Source: an optimization exercise on an open RTL-to-GDS flow (aim: small area and a short achievable clock period). Production flows keep margins and buffers that such runs may drop. Function was checked by simulation only, so behaviour that the tests miss may differ from the original. Power and IR drop assume default switching activity.

`flow/config.mk`:
```
export PLATFORM = sky130hd
export DESIGN_NAME = dmem_subword
export DESIGN_NICKNAME = dmem_subword
export VERILOG_FILES = /design/flow/design.v
export SDC_FILE = /design/flow/constraint.sdc
export NUM_CORES = 4
export LEC_CHECK = 0
export CAP_MARGIN = 20
export CORE_MARGIN = 2
export CORE_UTILIZATION = 40
export SLEW_MARGIN = 20
```
`flow/constraint.sdc`:
```
create_clock -name core_clock -period 3.6 [get_ports {clk_dm}]
set_input_delay 0.7200 -clock core_clock [delete_from_list [all_inputs] [get_ports {clk_dm}]]
set_output_delay 0.7200 -clock core_clock [all_outputs]
set_load 0.01 [all_outputs]
```
`flow/design.v`:
```
module dmem_subword #(
  parameter int ADDR_W         = 8,
  parameter bit CLEAR_ON_RESET = 1'b1
) (
  input  logic              clk_dm,
  input  logic              rst_dm,
  input  logic              mem_req,
  output logic              mem_ready,
  input  logic              mem_we,
  input  logic [1:0]        mem_size,
  input  logic              mem_unsigned,
  input  logic [ADDR_W-1:0] dm_addr,
  input  logic [31:0]       mw_data,
  output logic [31:0]       m_r_data,
  output logic              mem_done,
  output logic              mem_err
);
  localparam int IDX_W = ADDR_W - 2;
  localparam int DEPTH = 2 ** IDX_W;
  typedef enum logic [0:0] {ST_CLEAR = 1'b0, ST_IDLE = 1'b1} state_t;
  state_t            state_reg, state_next;
  logic [IDX_W-1:0]  clr_ptr_reg;
  logic              clear_active;
  logic              accept;
  logic              misaligned;
  logic [IDX_W-1:0]  acc_idx;
  logic [IDX_W-1:0]  wr_idx;
  logic [3:0]        wr_en;
  logic [31:0]       wr_data;
  logic [3:0]        store_be;
  logic [31:0]       store_data;
  logic [31:0]       rd_word;
  logic [31:0]       rd_shift;
  logic [31:0]       load_data;
  logic [31:0]       m_r_data_reg;
  logic              mem_done_reg;
  logic              mem_err_reg;
  always_ff @(posedge clk_dm) begin
    if (rst_dm) state_reg <= ST_CLEAR;
    else        state_reg <= state_next;
  end
  always_comb begin
    state_next = state_reg;
    case (state_reg)
      ST_CLEAR: begin
        if (!CLEAR_ON_RESET || (clr_ptr_reg == IDX_W'(DEPTH - 1)))
          state_next = ST_IDLE;
      end
      default: state_next = ST_IDLE;
    endcase
  end
  always_comb begin
    mem_ready    = (state_reg == ST_IDLE);
    clear_active = (state_reg == ST_CLEAR) && CLEAR_ON_RESET;
  end
  always_ff @(posedge clk_dm) begin
    if (rst_dm)            clr_ptr_reg <= '0;
    else if (clear_active) clr_ptr_reg <= clr_ptr_reg + 1'b1;
  end
  assign accept  = mem_req && mem_ready && !rst_dm;
  assign acc_idx = dm_addr[ADDR_W-1:2];
  always_comb begin
    misaligned = 1'b0;
    store_be   = 4'b0000;
    store_data = mw_data;
    case (mem_size)
      2'b00: begin
        store_be   = 4'b0001 << dm_addr[1:0];
        store_data = {4{mw_data[7:0]}};
      end
      2'b01: begin
        misaligned = dm_addr[0];
        store_be   = dm_addr[1] ? 4'b1100 : 4'b0011;
        store_data = {2{mw_data[15:0]}};
      end
      2'b10: begin
        misaligned = (dm_addr[1:0] != 2'b00);
        store_be   = 4'b1111;
      end
      default: misaligned = 1'b1;
    endcase
  end
  always_comb begin
    wr_en   = 4'b0000;
    wr_idx  = acc_idx;
    wr_data = store_data;
    if (!rst_dm && clear_active) begin
      wr_en   = 4'b1111;
      wr_idx  = clr_ptr_reg;
      wr_data = '0;
    end else if (accept && mem_we && !misaligned) begin
      wr_en = store_be;
    end
  end
  generate
    for (genvar gi = 0; gi < 4; gi++) begin : g_lane
      logic [7:0] lane_mem [DEPTH];
      always_ff @(posedge clk_dm) begin
        if (wr_en[gi]) lane_mem[wr_idx] <= wr_data[gi*8 +: 8];
      end
      assign rd_word[gi*8 +: 8] = lane_mem[acc_idx];
    end
  endgenerate
  always_comb begin
    rd_shift  = rd_word >> {dm_addr[1:0], 3'b000};
    load_data = rd_word;
    case (mem_size)
      2'b00:   load_data = {{24{!mem_unsigned && rd_shift[7]}},  rd_shift[7:0]};
      2'b01:   load_data = {{16{!mem_unsigned && rd_shift[15]}}, rd_shift[15:0]};
      default: load_data = rd_word;
    endcase
  end
  always_ff @(posedge clk_dm) begin
    if (rst_dm) begin
      m_r_data_reg <= '0;
      mem_done_reg <= 1'b0;
      mem_err_reg  <= 1'b0;
    end else begin
      mem_done_reg <= accept;
      mem_err_reg  <= accept && misaligned;
      if (accept) begin
        if (misaligned)   m_r_data_reg <= '0;
        else if (!mem_we) m_r_data_reg <= load_data;
      end
    end
  end
  assign m_r_data = m_r_data_reg;
  assign mem_done = mem_done_reg;
  assign mem_err  = mem_err_reg;
endmodule
```
`flow/run.sh`:
```
#!/bin/bash
# synth_recipe.tcl (not shown) runs the flow's synth.tcl, then flattens the netlist and writes it again
# the make line also repeats each setting of config.mk as NAME=value (left out here)
make -C /OpenROAD-flow-scripts/flow DESIGN_CONFIG=/design/flow/config.mk WORK_HOME=/design/flow/orfs CLKGATE_MAP_FILE= SYNTH_SCRIPT=/design/flow/synth_recipe.tcl finish
```
==> flow_summary.json, run 1 <==
{
  "syn_area_mm2": 0.0826,
  "cts_root_buf": "clkbuf_16",
  "relSlewSlack": 0.308,
  "worst_slew_pin_slew_ps": 1040,
  "yosysUniqueCellTypes": 68,
  "synth-seq-cells": 2089,
  "fp.dieW_um": 458,
  "yosysTopAreaCellShare": 0.745,
  "synth_common_cells": "2048 x edfxtp_1, 477 x mux4_2, 212 x nor2_1",
  "gp_congestion": 0.916,
  "path_class": "in2reg",
  "yosysWarnings": 1,
  "antenna_found_initial": 6,
  "io_pins": 82,
  "yosysMostFrequentCell": "edfxtp_1",
  "die_h_um": 458,
  "drive_above_1_share": 0.318,
  "numCtsBuffers": 205,
  "place_area_mm2": 0.0920,
  "seq_area_frac_synth": 0.755,
  "overflow": 0,
  "cts_resized": 0,
  "start_util": 0.403,
  "grt_pass1_wl_um": 330000,
  "core_area_mm2": 0.205,
  "wl_per_cell_um": 29.7,
  "area_growth_pct": 19.7,
  "status": "no timing/DRC/antenna violations",
  "clock.fmax_mhz": 290,
  "cp-end-kind": "flop",
  "setup_viol": 0,
  "nets": 4963,
  "ys.flop_type": "edfxtp_1",
  "worstPathMaxFanout": 23,
  "power_density_mw_per_mm2": 527,
  "drt-initial-drc-count": 5167,
  "first_pass_iters": 6,
  "clkSinkCount": 2089,
  "synth_edf_count": 2048,
  "startpoint_type": "input port",
  "period_needed_ps": 3450,
  "cts_setup_buffers": 0,
  "holdCritPathClass": "in2reg",
  "die_area_mm2": 0.210,
  "holdWs_ps": 475,
  "leakage_nw": 32.7,
  "placed_cells": 7396,
  "cap_violations": 0,
  "drt-total-wl_um": 231000,
  "cp.arrival_ps": 4180,
  "largest_reg_flops": 2048,
  "finalPower_mw": 52.1,
  "dr_total_vias": 45200,
  "antenna_left": 0,
  "syn_nets": 4189,
  "skew_ps": 77.7,
  "cts_tree": "yes",
  "clk_latency_ps": 850,
  "ir_drop_mv": 0.491,
  "grt_util_all_layers": 0.219,
  "final_core_util": 0.482,
  "grt_max_degree": 65,
  "cts_hold_buf": 0,
  "hold_viol_final": 0,
  "post-route-period-util": 0.958,
  "clk_pin_slew_ps": 70,
  "grt_pass1_vias": 44800,
  "synthArstFlopShare": 0,
  "instances_no_fill": 7790,
  "fin_ws_ps": 150,
  "htree_num_levels": 4,
  "synth_area_per_cell_um2": 19.9,
  "hpwl_um": 155000,
  "drc": 0,
  "yosys-top-cells-area": "edfxtp_1 74%, mux4_2 13%, mux2i_1 2.0%, dfxtp_1 0.99%, nor3_1 0.99%",
  "clock_path_buffers": 3,
  "finalMaxSlewViolations": 0,
  "finalInstanceArea_mm2": 0.0988,
  "syn_inst": 4141,
  "viasPerCell": 5.80,
  "dp_slack_ps": -604,
  "rows": 166,
  "port_buffers": 81,
  "synth_top_cell_by_area": "edfxtp_1",
  "crit_required_ps": 4330,
  "finalSetupTns_ps": 0,
  "rsz0062_at_grt": "false",
  "r2r_setup_slack_ps": 430
}
## report_power, final
part           total (mW)  leakage, nW  switching (mW)  internal (mW)
combinational        3.60         10.3            2.25           1.36
clock                21.6         3.30            9.25           12.3
sequential           26.9         19.1          0.0277           26.9
total                52.1         32.7            11.5           40.6
## path summary, 6_finish.rpt
| check | to | depth (start not counted) | start |
|---|---|---|---|
| setup / recovery | m_r_data_reg[18] | 13 | dm_addr[2] |
| hold reg to reg | m_r_data_reg[11] | 2 | m_r_data_reg[11] |
| setup reg to reg | m_r_data_reg[30] | 11 | g_lane[0].lane_mem[35][7] |
| hold / removal | mem_err_reg | 4 | mem_size[1] |
## cell usage in the layout (no fill, tap or decap), drive strengths merged, types with 74 or more instances in the layout
cell	n
clkbuf	262
edfxtp	2048
nand2	165
mux2i	165
a21oi	88
nor2	212
clkinv	89
nor3	164
buf	762
mux4	477
clkdlybuf4s50	74
## layout make-up
class                   instances  area, um^2
repair buffers                836        7210
fillers                     16800      106000
inverters                      15        57.6
clock inverters               127        1350
multi-input cells            1768       19000
diodes                          5        12.5
well taps                    2688        3360
flip-flops and latches       2089       62300
clock buffers                 262        5450
## critical path, stage by stage
cell      delay (ps)
buf_8            240
buf_4            240
buf_12           210
and2_1           380
a22oi_1          150
and3_1           190
a211oi_1         400
buf_4            220
nand2_1           90
a211oi_1         360
a211o_1          280
o21ba_2          300
a221oi_1         310
## kinds of logic after synthesis
group,after synthesis,share of synthesized area
buf+inv,284,0.0186
mux,669,0.154
xor+xnor,5,0.000530
fa+ha+maj,1,0.000151
compound gates,433,0.0363
flops,2089,0.755
simple gates,660,0.0360
## metal layers
metal  share of wire  GRT usage
met4           0.028     0.0617
met2            0.48      0.351
met5         0.00048    0.00367
met1            0.41      0.306
met3           0.081     0.0405
==> inputs of run 2 (changes only) <==
==> flow/design.v (replaced) <==
module dmem_subword #(
  parameter int ADDR_W         = 8,
  parameter bit CLEAR_ON_RESET = 1'b1
) (
  input  logic              clk_dm,
  input  logic              rst_dm,
  input  logic              mem_req,
  output logic              mem_ready,
  input  logic              mem_we,
  input  logic [1:0]        mem_size,
  input  logic              mem_unsigned,
  input  logic [ADDR_W-1:0] dm_addr,
  input  logic [31:0]       mw_data,
  output logic [31:0]       m_r_data,
  output logic              mem_done,
  output logic              mem_err
);
  localparam int IDX_W = ADDR_W - 2;
  localparam int DEPTH = 2 ** IDX_W;
  logic              ready_reg;
  logic [IDX_W-1:0]  clr_cnt_reg;
  logic              clear_active;
  logic              accept;
  logic              misaligned;
  logic [IDX_W-1:0]  acc_idx;
  logic [3:0]        store_be;
  logic [31:0]       store_data;
  logic [3:0]        lane_en;
  logic [31:0]       wr_data;
  logic [31:0]       rd_word;
  logic [31:0]       rd_shift;
  logic [31:0]       load_data;
  logic [31:0]       m_r_data_reg;
  logic              mem_done_reg;
  logic              mem_err_reg;
  always_ff @(posedge clk_dm) begin
    if (rst_dm) begin
      ready_reg   <= !CLEAR_ON_RESET;
      clr_cnt_reg <= '0;
    end else if (!ready_reg) begin
      clr_cnt_reg <= clr_cnt_reg + 1'b1;
      if (clr_cnt_reg == IDX_W'(DEPTH - 1)) ready_reg <= 1'b1;
    end
  end
  assign mem_ready    = ready_reg;
  assign clear_active = !ready_reg && !rst_dm;
  assign accept  = mem_req && ready_reg && !rst_dm;
  assign acc_idx = dm_addr[ADDR_W-1:2];
  always_comb begin
    misaligned = 1'b0;
    store_be   = 4'b0000;
    store_data = mw_data;
    case (mem_size)
      2'b00: begin
        store_be   = 4'b0001 << dm_addr[1:0];
        store_data = {4{mw_data[7:0]}};
      end
      2'b01: begin
        misaligned = dm_addr[0];
        store_be   = dm_addr[1] ? 4'b1100 : 4'b0011;
        store_data = {2{mw_data[15:0]}};
      end
      2'b10: begin
        misaligned = (dm_addr[1:0] != 2'b00);
        store_be   = 4'b1111;
      end
      default: misaligned = 1'b1;
    endcase
  end
  assign lane_en = clear_active ? 4'b1111
                 : ((accept && mem_we && !misaligned) ? store_be : 4'b0000);
  assign wr_data = clear_active ? 32'd0 : store_data;
  logic [31:0] mem [DEPTH];
  generate
    for (genvar wi = 0; wi < DEPTH; wi++) begin : g_word
      logic word_sel;
      assign word_sel = clear_active || (acc_idx == IDX_W'(wi));
      for (genvar gi = 0; gi < 4; gi++) begin : g_lane
        always_ff @(posedge clk_dm) begin
          if (word_sel && lane_en[gi]) mem[wi][gi*8 +: 8] <= wr_data[gi*8 +: 8];
        end
      end
    end
  endgenerate
  assign rd_word = mem[acc_idx];
  always_comb begin
    rd_shift  = rd_word >> {dm_addr[1:0], 3'b000};
    load_data = rd_word;
    case (mem_size)
      2'b00:   load_data = {{24{!mem_unsigned && rd_shift[7]}},  rd_shift[7:0]};
      2'b01:   load_data = {{16{!mem_unsigned && rd_shift[15]}}, rd_shift[15:0]};
      default: load_data = rd_word;
    endcase
  end
  always_ff @(posedge clk_dm) begin
    if (rst_dm) begin
      m_r_data_reg <= '0;
      mem_done_reg <= 1'b0;
      mem_err_reg  <= 1'b0;
    end else begin
      mem_done_reg <= accept;
      mem_err_reg  <= accept && misaligned;
      if (accept && (misaligned || !mem_we))
        m_r_data_reg <= misaligned ? 32'd0 : load_data;
    end
  end
  assign m_r_data = m_r_data_reg;
  assign mem_done = mem_done_reg;
  assign mem_err  = mem_err_reg;
endmodule
==> flow_summary.json, run 2 <==
{
  "clk_latency_ps": 900,
  "startpoint_type": "input port",
  "die_h_um": 449,
  "port_buffers": 81,
  "first_pass_iters": 8,
  "r2r_setup_slack_ps": 330,
  "overflow": 0,
  "mostFrequentLayoutCell": "edfxtp_1",
  "clock.fmax_mhz": 275,
  "start_util": 0.402,
  "cts_tree": "yes",
  "place_area_mm2": 0.0948,
  "fp.dieW_um": 449,
  "worstPathMaxFanout": 18,
  "die_area_mm2": 0.201,
  "yosysUniqueCellTypes": 88,
  "power_density_mw_per_mm2": 534,
  "drc": 0,
  "rows": 163,
  "area_growth_pct": 28.4,
  "syn_area_mm2": 0.0791,
  "yosysMostFrequentCell": "edfxtp_1",
  "viasPerCell": 6.59,
  "yosysWarnings": 2,
  "hold_viol_final": 0,
  "finalMaxSlewViolations": 0,
  "clk_pin_slew_ps": 60,
  "final_cell_mix": "2048 x edfxtp_1, 735 x buf_4, 659 x a22oi_1",
  "antenna_found_initial": 8,
  "cap_violations": 0,
  "skew_ps": 32.5,
  "so_faults": "negative setup slack",
  "gp_congestion": 1.04,
  "ys.flop_type": "edfxtp_1",
  "clock_path_buffers": 3,
  "holdWs_ps": 319,
  "synth_edf_count": 2048,
  "crit_required_ps": 4400,
  "reg2reg_depth": 11,
  "antenna_left": 0,
  "drive_above_1_share": 0.258,
  "ir_drop_mv": 0.557,
  "dr_total_vias": 57100,
  "htree_num_levels": 4,
  "n_fill_cell": 16100,
  "io_pins": 82,
  "syn_nets": 4844,
  "synth_common_cells": "2048 x edfxtp_1, 659 x a22oi_1, 435 x nor2_1",
  "relSlewSlack": 0.139,
  "finalInstanceArea_mm2": 0.102,
  "holdCritPathClass": "in2reg",
  "cts_hold_buf": 0,
  "cp-end-kind": "flop",
  "nets": 5904,
  "seq_area_frac_synth": 0.788,
  "crit_start": "dm_addr[7]",
  "synthArstFlopShare": 0,
  "syn_inst": 4796,
  "r2r_end": "m_r_data_reg[18]",
  "drt-total-wl_um": 366000,
  "post-route-period-util": 1.01,
  "core_area_mm2": 0.197,
  "grt_util_all_layers": 0.356,
  "synth-seq-cells": 2089,
  "wl_per_cell_um": 42.2,
  "synth_top_cell_by_area": "edfxtp_1",
  "grt_max_degree": 65,
  "largest_reg_flops": 2048,
  "worst_slew_pin_slew_ps": 1290,
  "hpwl_um": 254000,
  "leakage_nw": 36.1,
  "status": "failed layout checks",
  "cp.arrival_ps": 4430,
  "numCtsBuffers": 205,
  "yosysTopAreaCellShare": 0.778,
  "drt-initial-drc-count": 11000,
  "cts_root_buf": "clkbuf_16",
  "fin_ws_ps": -29.8,
  "period_needed_ps": 3630,
  "rsz0062_at_grt": "false",
  "worstReg2RegStart": "mem[49][23]",
  "grt_pass1_wl_um": 480000,
  "synth_area_per_cell_um2": 16.5,
  "path_class": "in2reg",
  "cp-endpoint": "m_r_data_reg[2]",
  "setup_viol": 3,
  "grt_pass1_vias": 53100,
  "yosys-top-cells-area": "edfxtp_1 78%, a22oi_1 6.3%, nor2_1 2.1%, and3_1 1.6%, nand3_1 1.2%",
  "clkSinkCount": 2089
}
run 2: kinds of logic after synthesis:
kind of cell / share of synthesized area
xor gates and xnor gates: 0.000443
muxes: 0.00579
and+or+nand+nor: 0.0878
adders and majority gates: 0.000158
AOI/OAI and AO/OA: 0.0993
buffers and inverters: 0.0181
DFF: 0.788
run 2: timing repair:
item                                   in CTS  in global routing
cloned                                      0                  0
pin swaps                                   1                  7
setup endpoints to repair                  12                 12
endpoints found under the hold margin       0                  0
buffers inserted                            0                  1
resized for setup                          15                 26
run 2: layout make-up:
class                      instances  area [um^2]  share of cell area
antenna                           15         37.5            0.000370
timing repair buffer            1155        13100               0.129
clock buffer                     256         5340              0.0526
sequential                      2089        62300               0.614
clock inverter                   110         1070              0.0105
inverter                           3         11.3            0.000111
tap                             2640         3300              0.0325
multi-input combinational       2402        16400               0.161
run 2: power by group:
group	internal, mW	switching [mW]	total [mW]	leakage [nW]
combinational	1.41	3.26	4.68	12.9
clock	11.5	9.48	21.0	3.12
sequential	28.2	0.311	28.5	20.1
total	41.1	13.1	54.2	36.1
run 2: metrics by stage:
step	setup slack [ps]	total power, mW	util	setup TNS [ps]	instances
after floorplan	16.4	30.2	-	0	4796
after global placement	-1530	33.3	0.482	-65950	8283
after detailed placement	-1300	33.4	0.482	-55560	8286
after CTS	16.0	53.9	0.515	0	8652
after global routing	8.20	55.1	0.516	0	8655
final	-29.8	54.2	0.516	-54.0	8670
run 2: how the worst min path moves through the flow:
| stage | from | to | slack [ps] | cells past startpoint |
|---|---|---|---|---|
| 2_1_floorplan | m_r_data_reg[14] | m_r_data_reg[14] | 460 | 2 |
| 3_3_place_gp | m_r_data_reg[4] | m_r_data_reg[4] | 470 | 2 |
| 3_5_place_dp | m_r_data_reg[4] | m_r_data_reg[4] | 460 | 2 |
| 4_1_cts | mem_size[1] | m_r_data_reg[20] | 280 | 3 |
| 5_1_grt | mem_size[1] | m_r_data_reg[10] | 360 | 4 |
| 6_report | mem_size[1] | m_r_data_reg[20] | 320 | 3 |
run 2: per-layer routing:
| layer | track usage | vias up | wire [um] |
|---|---|---|---|
| li1 | - | 21800 | - |
| met1 | 0.454 | 28800 | 126000 |
| met2 | 0.518 | 5273 | 156000 |
| met3 | 0.123 | 1235 | 55000 |
| met4 | 0.226 | 8 | 29000 |
| met5 | 0 | - | 52 |
run 2: worst max-delay path: stages:
cell and delay, ps:
buf_2 250, buf_12 200, buf_4 190, nand4b_2 200, buf_4 260, nor2_4 810
buf_4 230, a22oi_1 70, nand4_1 190, or4_1 190, o22ai_1 160, buf_4 220
mux2_2 270, a221o_1 300, a21oi_1 120
==> inputs of run 3 (changes only) <==
--- a/flow/design.v
+++ b/flow/design.v
@@ -43,7 +43,7 @@
     end
   end
   assign mem_ready    = ready_reg;
-  assign clear_active = !ready_reg && !rst_dm;
+  assign clear_active = !ready_reg;
   assign accept  = mem_req && ready_reg && !rst_dm;
   assign acc_idx = dm_addr[ADDR_W-1:2];
   always_comb begin
@@ -68,7 +68,7 @@
     endcase
   end
   assign lane_en = clear_active ? 4'b1111
-                 : ((accept && mem_we && !misaligned) ? store_be : 4'b0000);
+                 : ((mem_req && mem_we && !misaligned) ? store_be : 4'b0000);
   assign wr_data = clear_active ? 32'd0 : store_data;
   logic [31:0] mem [DEPTH];
   generate
--- a/flow/config.mk
+++ b/flow/config.mk
@@ -5,7 +5,9 @@
 export SDC_FILE = /design/flow/constraint.sdc
 export NUM_CORES = 4
 export LEC_CHECK = 0
+export ABC_AREA = 1
 export CAP_MARGIN = 20
 export CORE_MARGIN = 2
 export CORE_UTILIZATION = 40
+export SETUP_SLACK_MARGIN = 1.0
 export SLEW_MARGIN = 20
==> flow_summary.json, run 3 <==
{
  "status": "no timing/DRC/antenna violations",
  "clock.fmax_mhz": 360,
  "first_pass_iters": 8,
  "synth_common_cells": "2402 x nand2_1, 2048 x edfxtp_1, 810 x nor2_1",
  "power_density_mw_per_mm2": 454,
  "yosysUniqueCellTypes": 37,
  "final_core_util": 0.538,
  "rsz0062_at_grt": "true",
  "htree_num_levels": 4,
  "synthArstFlopShare": 0,
  "worstPathMaxFanout": 35,
  "clkSinkCount": 2089,
  "worst_slew_pin_slew_ps": 1060,
  "instances_no_fill": 10700,
  "drive_above_1_share": 0.257,
  "finalSetupTns_ps": 0,
  "post-route-period-util": 0.772,
  "syn_inst": 6631,
  "fp.dieW_um": 455,
  "yosysMostFrequentCell": "nand2_1",
  "grt_pass1_vias": 57400,
  "skew_ps": 29.0,
  "grt_util_all_layers": 0.341,
  "grt_pass1_wl_um": 477000,
  "slowest_delay_ps": 820,
  "clk_pin_slew_ps": 60,
  "rows": 165,
  "n_fill_cell": 16800,
  "synth_top_cell_by_area": "edfxtp_1",
  "period_needed_ps": 2780,
  "ir_drop_mv": 0.468,
  "cts_tree": "yes",
  "relSlewSlack": 0.290,
  "area_growth_pct": 33.6,
  "cts_root_buf": "clkbuf_16",
  "min_from": "clr_cnt_reg[5]",
  "worstReg2RegStart": "mem[2][31]",
  "finalPower_mw": 49.4,
  "drc": 0,
  "seq_area_mm2": 0.0623,
  "die_h_um": 455,
  "syn_nets": 6679,
  "ys.flop_type": "edfxtp_1",
  "io_pins": 82,
  "finalMaxSlewViolations": 0,
  "syn_area_mm2": 0.0814,
  "viasPerCell": 5.75,
  "drt-total-wl_um": 359000,
  "yosysWarnings": 2,
  "hpwl_um": 247000,
  "crit_required_ps": 4180,
  "leakage_nw": 47.4,
  "core_area_mm2": 0.202,
  "wl_per_cell_um": 33.6,
  "holdCritPathClass": "reg2reg",
  "place_area_mm2": 0.0989,
  "synth_edf_count": 2048,
  "overflow": 0,
  "crit_start": "mem_size[1]",
  "synth-seq-cells": 2089,
  "mostFrequentLayoutCell": "nand2_1",
  "setup_viol": 0,
  "placed_cells": 10200,
  "finalInstanceArea_mm2": 0.109,
  "startpoint_type": "input port",
  "grt_max_degree": 65,
  "path_cells": "clkdlybuf4s50_1 > inv_2 > nand2_1 > o21ai_2 > nor2_4 > buf_12",
  "numCtsBuffers": 204,
  "largest_reg_flops": 2048,
  "hold_viol_final": 0,
  "start_util": 0.403,
  "yosys-top-cells-area": "edfxtp_1 76%, nand2_1 11%, nor2_1 3.7%, nand4_1 1.6%, inv_1 1.2%",
  "synth_area_per_cell_um2": 12.3,
  "cp-end-kind": "flop",
  "cpMaxStageDelayCell": "o21ai_2",
  "drt-initial-drc-count": 10200,
  "antenna_found_initial": 8,
  "clk_latency_ps": 870,
  "cp.arrival_ps": 3360,
  "dr_total_vias": 61500,
  "multi_input_area_mm2": 0.0191,
  "nets": 7888,
  "cap_violations": 0,
  "path_class": "in2reg",
  "antenna_left": 0,
  "final_cell_mix": "2318 x nand2_1, 2048 x edfxtp_1, 625 x buf_4",
  "clock_path_buffers": 3,
  "yosysTopAreaCellShare": 0.755,
  "die_area_mm2": 0.207,
  "gp_congestion": 1.02,
  "seq_area_frac_synth": 0.765,
  "port_buffers": 81
}
==> run 3: cell types whose count changed after synthesis, moves of 62 or more <==
cell	change
a22o_1	+62
a22oi_1	-627
and3_1	-200
inv_1	+270
nand2_1	+2236
nor2_1	+375
==> run 3: worst paths after layout <==
check             depth (start not counted)  slack, ps                to
setup / recovery                          6        820       mem[61][10]
hold / removal                            2        470         ready_reg
setup reg to reg                         15       1050  m_r_data_reg[14]
hold reg to reg                           2        470         ready_reg
==> run 3: logic make-up after synthesis <==
kind of cell | share of synthesized area
AOI/OAI and AO/OA | 0.0313
buffers and inverters | 0.0266
and+or+nand+nor | 0.177
DFF | 0.765
adders and majority gates | 0.000154
==> run 3: metal layers <==
metal	vias up	part of all wire	GRT usage
met1	30400	0.36	0.461
met2	4752	0.44	0.511
met5	-	0.000036	0
met4	2	0.070	0.189
met3	926	0.13	0.0768
li1	25400	-	-
==> run 3: worst max-delay path: cells and delay by family <==
kind                   cells  cell delay (ps)
buffers and inverters      3             1080
AO/OA/AOI/OAI              1              820
AND/OR/NAND/NOR            2              660
==> run 3: power breakdown <==
| part | switching (mW) | internal [mW] |
|---|---|---|
| clock | 9.56 | 12.6 |
| combinational | 0.577 | 0.374 |
| sequential | 0.00215 | 26.3 |
| total | 10.1 | 39.2 |
==> run 3: area by class of cell <==
class	instances	area share
tap	2672	0.0307
inverter	279	0.00984
antenna	6	0.000138
clock inverter	131	0.0132
multi-input combinational	3998	0.176
timing repair buffer	1268	0.148
sequential	2089	0.573
clock buffer	247	0.0495
==> run 3: metrics by stage <==
stage	worst slack, ps	hold WS, ps
finish	820	470
global route	787	486
CTS	910	457
detailed placement	-939	462
global placement	-1070	456
floorplan	859	457
==> run 3: what timing repair did <==
item	4_1_cts	5_1_grt
cloned	5	3
gates resized for setup	211	213
hold buffers	0	0
endpoints found under the setup margin	1192	286
pin swaps	84	86
setup buffers	100	40

==> re-timing with driven ports <==
No port has a modelled driver above. Below, the same layouts with a new extraction and two added sets of constraints. Step 1: set_driving_cell puts a clkbuf_16 on clk_dm and a buf_2 on each other input, an assumption about the parent block. Step 2 moves the port delays by t, midway between the first and last clock arrival at a register: inputs arrive t later, outputs are due t later. That takes back most of the time a late clock gives input paths. Slacks: ideal ports / drivers / drivers and shift; pairs: ideal ports / drivers.
run	shift t [ns]	setup WS [ns]	worst setup path at the end
run 1	0.895	0.150 / 0.185 / -0.710	input to register
run 2	0.956	-0.030 / -0.051 / -1.007	input to register
run 3	0.951	0.820 / 0.890 / -0.061	input to register
With both steps, setup timing fails in run 1 and run 3, where it was met with ideal ports. For run 2, which loses most, drivers alone change the setup slack by -0.021 ns; drivers and shift together by -0.977 ns.
